Source: an optimization exercise on an open RTL-to-GDS flow (aim: small area, a short achievable clock period and few clock cycles per item). Production flows keep margins and buffers that such runs may drop.
At most, simulation tests tie the RTL to the original design; equivalence was not proved.
No activity file was given, so power comes from the tool's default toggle rates.

the reference run:
==> module mm_engine, before the edit <==
module mm_engine
(
  input  logic         clk_i,
  input  logic         rst_i,
  input  logic         comp_i,
  input  logic         bx_i,
  input  logic [1:0]   brow_i,
  input  logic         bx_next_i,
  input  logic [1:0]   brow_next_i,
  input  logic [127:0] x_i,
  input  logic [31:0]  w_i,
  input  logic [31:0]  y_i,
  input  logic         zv_i,
  input  logic         z_ready_i,
  output logic         hold_o,
  output logic         wr_o,
  output logic         last_o,
  output logic [1:0]   row_o,
  output logic [19:0]  z_o
);
  logic [3:0]    pend_q;
  logic [3:0]    sel_q;
  logic          v1_q, v2_q;
  logic          last1_q, last2_q;
  logic [1:0]    row1_q, row2_q;
  logic          unstarted, go;
  logic [3:0]    pend_n, rowbit_n, lowest_n, sel_n;
  logic [1:0]    sel_idx;
  logic [31:0]   xr;
  logic [7:0]    yr;
  assign unstarted = (pend_q == 4'hF);
  assign go        = (|pend_q) &&
                     (!unstarted || (!v1_q && !v2_q && (!zv_i || z_ready_i)));
  assign hold_o    = bx_i && ((pend_q & (4'b0001 << brow_i)) != 4'b0000) && !go;
  assign pend_n    = comp_i ? 4'hF : (go ? (pend_q & ~sel_q) : pend_q);
  assign rowbit_n  = 4'b0001 << brow_next_i;
  assign lowest_n  = pend_n & (~pend_n + 4'd1);
  assign sel_n     = (bx_next_i && ((pend_n & rowbit_n) != 4'b0000)) ? rowbit_n : lowest_n;
  assign sel_idx   = {sel_q[3] | sel_q[2], sel_q[3] | sel_q[1]};
  always_ff @(posedge clk_i) begin
    if (rst_i) begin
      pend_q <= '0;
      v1_q   <= 1'b0;
      v2_q   <= 1'b0;
    end else begin
      pend_q <= pend_n;
      v1_q   <= go;
      v2_q   <= v1_q;
    end
  end
  always_ff @(posedge clk_i) begin
    sel_q   <= sel_n;
    row1_q  <= sel_idx;
    last1_q <= (pend_q & ~sel_q) == 4'b0000;
    row2_q  <= row1_q;
    last2_q <= last1_q;
  end
  always_comb begin
    xr = '0;
    yr = '0;
    for (int j = 0; j < 4; j++) begin
      xr = xr | (x_i[j*32 +: 32] & {32{sel_q[j]}});
      yr = yr | (y_i[j*8 +: 8] & {8{sel_q[j]}});
    end
  end
  mm_pe_row i_pe_row (
    .clk_i ( clk_i ),
    .x_i   ( xr    ),
    .w_i   ( w_i   ),
    .y_i   ( yr    ),
    .z_o   ( z_o   )
  );
  assign wr_o   = v2_q;
  assign last_o = v2_q && last2_q;
  assign row_o  = row2_q;
endmodule
clock: 7.0 ns
lec_check: 0
cap_margin: 20
core_margin: 2
core_utilization: 40
cts_cluster_diameter: 110
cts_cluster_size: 26
setup_slack_margin: 4.35
slew_margin: 20
standard.sh (not shown) runs the stock make flow with config.mk's settings and CLKGATE_MAP_FILE= SYNTH_SCRIPT=/design/flow/synth_recipe.tcl, a recipe that flattens the netlist after the stock synthesis.
==> flow/flow/run.sh <==
#!/bin/bash
# Layout with the standard flow; the only change is the port buffers:
# every input and output port still gets one, but as buf_1 rather than the
# delay cell the flow's default choice picks.
set -euo pipefail
export BUFFER_PORTS_ARGS="-buffer_cell sky130_fd_sc_hd__buf_1"
bash standard.sh synth > synth.log 2>&1
bash standard.sh > layout.log 2>&1
Testbench counts of the reference run, summed over its fixed seeds: cycles 3,136, jobs 512.
diff inputs: the reference run => the trial run
--- a/flow/design.v
+++ b/flow/design.v
@@ -1276,12 +1276,13 @@
   output logic         last_o,
   output logic [1:0]   row_o,
   output logic [19:0]  z_o
 );
   logic [3:0]    pend_q;
   logic [3:0]    sel_q;
+  logic [3:0]    seln_q;
   logic          v1_q, v2_q;
   logic          last1_q, last2_q;
   logic [1:0]    row1_q, row2_q;
   logic          unstarted, go;
   logic [3:0]    pend_n, rowbit_n, lowest_n, sel_n;
   logic [1:0]    sel_idx;
@@ -1306,23 +1307,25 @@
       v1_q   <= go;
       v2_q   <= v1_q;
     end
   end
   always_ff @(posedge clk_i) begin
     sel_q   <= sel_n;
+    seln_q  <= ~sel_n;
     row1_q  <= sel_idx;
     last1_q <= (pend_q & ~sel_q) == 4'b0000;
     row2_q  <= row1_q;
     last2_q <= last1_q;
   end
   always_comb begin
     xr = '0;
     yr = '0;
     for (int j = 0; j < 4; j++) begin
-      xr = xr | (x_i[j*32 +: 32] & {32{sel_q[j]}});
-      yr = yr | (y_i[j*8 +: 8] & {8{sel_q[j]}});
+      xr[15:0]  = xr[15:0]  | (x_i[j*32 +: 16] & {16{sel_q[j]}});
+      xr[31:16] = xr[31:16] | (x_i[j*32+16 +: 16] & {16{~seln_q[j]}});
+      yr = yr | (y_i[j*8 +: 8] & {8{~seln_q[j]}});
     end
   end
   mm_pe_row i_pe_row (
     .clk_i ( clk_i ),
     .x_i   ( xr    ),
     .w_i   ( w_i   ),
==> comparison <==
- The trial run went all the way through the flow, and no timing, DRC or antenna check failed.
- Compared with the reference run, the detailed router inserted more vias in the trial run.
- The higher switching power summed over all nets of the trial run and the reference run is in the trial run.
- | total power after layout | the trial run vs the reference run | worse |
- Register share of total power ends up higher on the reference run.
- The trial run vs the reference run — shortest period the worst path allows rose 160 ps.
- Relative to the reference run, fmax has gone down in the trial run.
Only the layout flow was run in the trial run; the RTL was not checked for function there.

========
mm_top again, from the RTL that the note above started with.
make LEC_CHECK=0 CAP_MARGIN=20 CORE_MARGIN=2 CORE_UTILIZATION=40 CTS_CLUSTER_DIAMETER=110 CTS_CLUSTER_SIZE=26 SETUP_SLACK_MARGIN=4.35 SLEW_MARGIN=20 finish   # period 7.0 ns
run.sh (not shown) runs the stock make flow with config.mk's settings and CLKGATE_MAP_FILE= SYNTH_SCRIPT=/design/flow/synth_recipe.tcl, a recipe that flattens the netlist after the stock synthesis.
Stock flow here: none of the scripts above is used.
Testbench counts at the start, summed over its fixed seeds: cycles 3,136, jobs 512.
Next try:
--- a/flow/design.v
+++ b/flow/design.v
@@ -1245,22 +1245,24 @@
     cs2_q[34] <= s459;
     cs2_q[35] <= s437;
     cs2_q[36] <= c460;
     cs2_q[37] <= s461;
     cs2_q[38] <= cs1_q[118];
     cs2_q[39] <= c462;
     cs2_q[40] <= s463;
     cs2_q[41] <= c464;
   end
-  logic [19:0] ra, rb;
-  assign ra = {1'b1, 1'b1, 1'b1, c484, c482, c480, c478, c476, c474, c472, c470, c468, c466, s465, cs2_q[10], cs2_q[8], cs2_q[6], cs2_q[4], cs2_q[2], cs2_q[0]};
-  assign rb = {1'b0, 1'b0, 1'b0, cs2_q[41], s483, s481, s479, s477, s475, s473, s471, s469, s467, cs2_q[14], cs2_q[11], cs2_q[9], cs2_q[7], cs2_q[5], cs2_q[3], cs2_q[1]};
-  assign z_o = ra + rb;
+  logic [17:0] ra, rb;
+  assign ra = {1'b1, c484, c482, c480, c478, c476, c474, c472, c470, c468, c466, s465, cs2_q[10], cs2_q[8], cs2_q[6], cs2_q[4], cs2_q[2], cs2_q[0]};
+  assign rb = {1'b0, cs2_q[41], s483, s481, s479, s477, s475, s473, s471, s469, s467, cs2_q[14], cs2_q[11], cs2_q[9], cs2_q[7], cs2_q[5], cs2_q[3], cs2_q[1]};
+  logic [17:0] zs;
+  assign zs = ra + rb;
+  assign z_o = {{2{zs[17]}}, zs};
 endmodule
 `timescale 1ns/10ps
 module mm_engine
 (
   input  logic         clk_i,
   input  logic         rst_i,
   input  logic         comp_i,
   input  logic         bx_i,
   input  logic [1:0]   brow_i,
=>
- The changed run passed the timing, DRC and antenna checks
- via count went up slightly
- clock power rose by a few percent
- synthesized cell count fell slightly
- core utilization went up by 0.21 points
- worst setup slack loses 33 ps
- non-clock buffer count rose by 6
- critical path depth decreases by 6
- power went up slightly
- first-iteration DRC count rose by roughly a tenth
- routed wire length grows by a few percent
- combinational power hardly moves
- final cell count went up slightly
- clock-buffer cell count came out lower by 1
- worst hold slack stays flat
Function not checked in the second run of this note: the RTL went through the layout flow alone.

========
mm_top, a different RTL version from the one above (not shown whole).
Size in the first run: roughly 2300 cells after synthesis, roughly 120 I/O pins, roughly 28000 um^2 of cells after synthesis.
Design mm_top, start of the top module:
module mm_top
(
  input  logic        clk_i,
  input  logic        rst_i,
  input  logic        in_valid_i,
  input  logic [35:0] in_beat_i,
  output logic        in_ready_o,
  output logic        z_valid_o,
  output logic [79:0] z_o,
  input  logic        z_ready_i,
  output logic        busy_o
);
make LEC_CHECK=0 CAP_MARGIN=20 CORE_MARGIN=2 CORE_UTILIZATION=40 CTS_CLUSTER_DIAMETER=110 CTS_CLUSTER_SIZE=26 SETUP_SLACK_MARGIN=4.2 SLEW_MARGIN=20 finish   # period 7.0 ns
Testbench counts at the start, summed over its fixed seeds: cycles 3,136, jobs 512.
Change:
--- a/flow/design.v
+++ b/flow/design.v
@@ -1243,22 +1243,24 @@
     cs2_q[40] <= s443;
     cs2_q[41] <= s415;
     cs2_q[42] <= c444;
     cs2_q[43] <= s445;
     cs2_q[44] <= cs1_q[118];
     cs2_q[45] <= c446;
     cs2_q[46] <= s447;
     cs2_q[47] <= c448;
   end
-  logic [19:0] ra, rb;
-  assign ra = {1'b1, 1'b1, 1'b1, c480, c478, c476, c474, c472, c470, c468, c466, c464, c462, c460, c458, c456, c454, c452, c450, s449};
-  assign rb = {1'b0, 1'b0, 1'b0, cs2_q[47], s479, s477, s475, s473, s471, s469, s467, s465, s463, s461, s459, s457, s455, s453, s451, cs2_q[2]};
-  assign z_o = ra + rb;
+  logic [17:0] ra, rb;
+  assign ra = {1'b1, c480, c478, c476, c474, c472, c470, c468, c466, c464, c462, c460, c458, c456, c454, c452, c450, s449};
+  assign rb = {1'b0, cs2_q[47], s479, s477, s475, s473, s471, s469, s467, s465, s463, s461, s459, s457, s455, s453, s451, cs2_q[2]};
+  logic [17:0] zs;
+  assign zs = ra + rb;
+  assign z_o = {{2{zs[17]}}, zs};
 endmodule
 `timescale 1ns/10ps
 module mm_engine
 (
   input  logic         clk_i,
   input  logic         rst_i,
   input  logic         comp_i,
   input  logic         bx_i,
   input  logic [1:0]   brow_i,
Outcome: The new run completed with no timing, DRC or antenna violations; fmax goes down by 2.9%; non-clock buffer count rises by 3; count of clock-buffer cells in the layout is unchanged; via count is higher by 2.3%; die area is higher by 0.41%; setup slack degrades by 0.083 ns; wire length goes up by 2.5%.
No functional check of the RTL was part of the second run of this note.

========
mm_top with an RTL version that a note above also has.
For scale: roughly 2,400 cells after synthesis, ~590 flip-flops, about 0.028 mm^2 of cells after synthesis.
==> flow/config.mk <==
export PLATFORM = sky130hd
export DESIGN_NAME = mm_top
export DESIGN_NICKNAME = mm_top
export VERILOG_FILES = /design/flow/design.v
export SDC_FILE = /design/flow/constraint.sdc
export NUM_CORES = 4
export LEC_CHECK = 0
export CAP_MARGIN = 20
export CORE_MARGIN = 2
export CORE_UTILIZATION = 40
export SETUP_SLACK_MARGIN = 4.2
export SLEW_MARGIN = 20
==> flow/constraint.sdc <==
create_clock -name core_clock -period 7.0 [get_ports {clk_i}]
set_input_delay 1.4000 -clock core_clock [delete_from_list [all_inputs] [get_ports {clk_i}]]
set_output_delay 1.4000 -clock core_clock [all_outputs]
set_load 0.01 [all_outputs]
Then changed:
--- a/flow/design.v
+++ b/flow/design.v
@@ -1240,30 +1240,28 @@
     cs2_q[37] <= s441;
     cs2_q[38] <= s411;
     cs2_q[39] <= c442;
     cs2_q[40] <= s443;
     cs2_q[41] <= s415;
     cs2_q[42] <= c444;
     cs2_q[43] <= s445;
     cs2_q[44] <= cs1_q[118];
     cs2_q[45] <= c446;
     cs2_q[46] <= s447;
     cs2_q[47] <= c448;
   end
-  logic [17:0] ra, rb;
-  assign ra = {1'b1, c480, c478, c476, c474, c472, c470, c468, c466, c464, c462, c460, c458, c456, c454, c452, c450, s449};
-  assign rb = {1'b0, cs2_q[47], s479, s477, s475, s473, s471, s469, s467, s465, s463, s461, s459, s457, s455, s453, s451, cs2_q[2]};
-  logic [17:0] zs;
-  assign zs = ra + rb;
-  assign z_o = {{2{zs[17]}}, zs};
+  logic [19:0] ra, rb;
+  assign ra = {1'b1, 1'b1, 1'b1, c480, c478, c476, c474, c472, c470, c468, c466, c464, c462, c460, c458, c456, c454, c452, c450, s449};
+  assign rb = {1'b0, 1'b0, 1'b0, cs2_q[47], s479, s477, s475, s473, s471, s469, s467, s465, s463, s461, s459, s457, s455, s453, s451, cs2_q[2]};
+  assign z_o = ra + rb;
 endmodule
 `timescale 1ns/10ps
 module mm_engine
 (
   input  logic         clk_i,
   input  logic         rst_i,
   input  logic         comp_i,
   input  logic         bx_i,
   input  logic [1:0]   brow_i,
   input  logic         bx_next_i,
   input  logic [1:0]   brow_next_i,
   input  logic [127:0] x_i,
Final area hardly moves.
Die area goes down by 0.41%.
Clock skew goes up by 0.019 ns.
Sequential power hardly moves.
Wire length drops by 2.4%.
Worst hold slack barely changes.
Count of clock-buffer cells in the layout rises by 2.
Final cell count went down by 1.9%.
Synthesized cell count is lower by about 1.4%.
Flip-flop and latch count grows by 4.
Power goes up by 2.5%.
Testbench counts after the change, summed over its fixed seeds: cycles 3,136, jobs 512.
The RTL of the first run of this note was laid out without a check of its function.

-- afterwards: timing with drivers on the ports --
In the flow no input, the clock included, has a driving cell. The finished layouts below were timed again as built, in two steps.
Step 1 assumes that a clkbuf_16 drives the clock port and a buf_2 every other input.
Step 2, shift: input delay + t, output delay - t, t = (earliest + latest rising clock arrival at the registers) / 2. This alone moves slack from input paths to output paths.
Slacks: ideal / step 1 / step 2; pairs: ideal / step 1.
run	t, ns	setup WS [ns]	cell pins on the clock port's net
the reference run	0.660	4.364 / 4.345 / 3.814	1
the trial run	0.677	4.209 / 4.209 / 3.689	1
the first run of note 2	0.665	4.345 / 4.345 / 3.805	1
the second run of note 2	0.675	4.312 / 4.253 / 3.716	1
the first run of note 3	0.665	4.262 / 4.216 / 3.661	1
the second run of note 3	0.665	4.179 / 4.179 / 3.603	1
the first run of note 4	0.689	4.236 / 4.200 / 3.620	1
the second run of note 4	0.673	4.258 / 4.197 / 3.672	1
After both steps setup and hold are still met in every run listed. The setup slack of the first run of note 4, which loses most, moves by -0.036 ns with the drivers and by -0.616 ns with both steps.
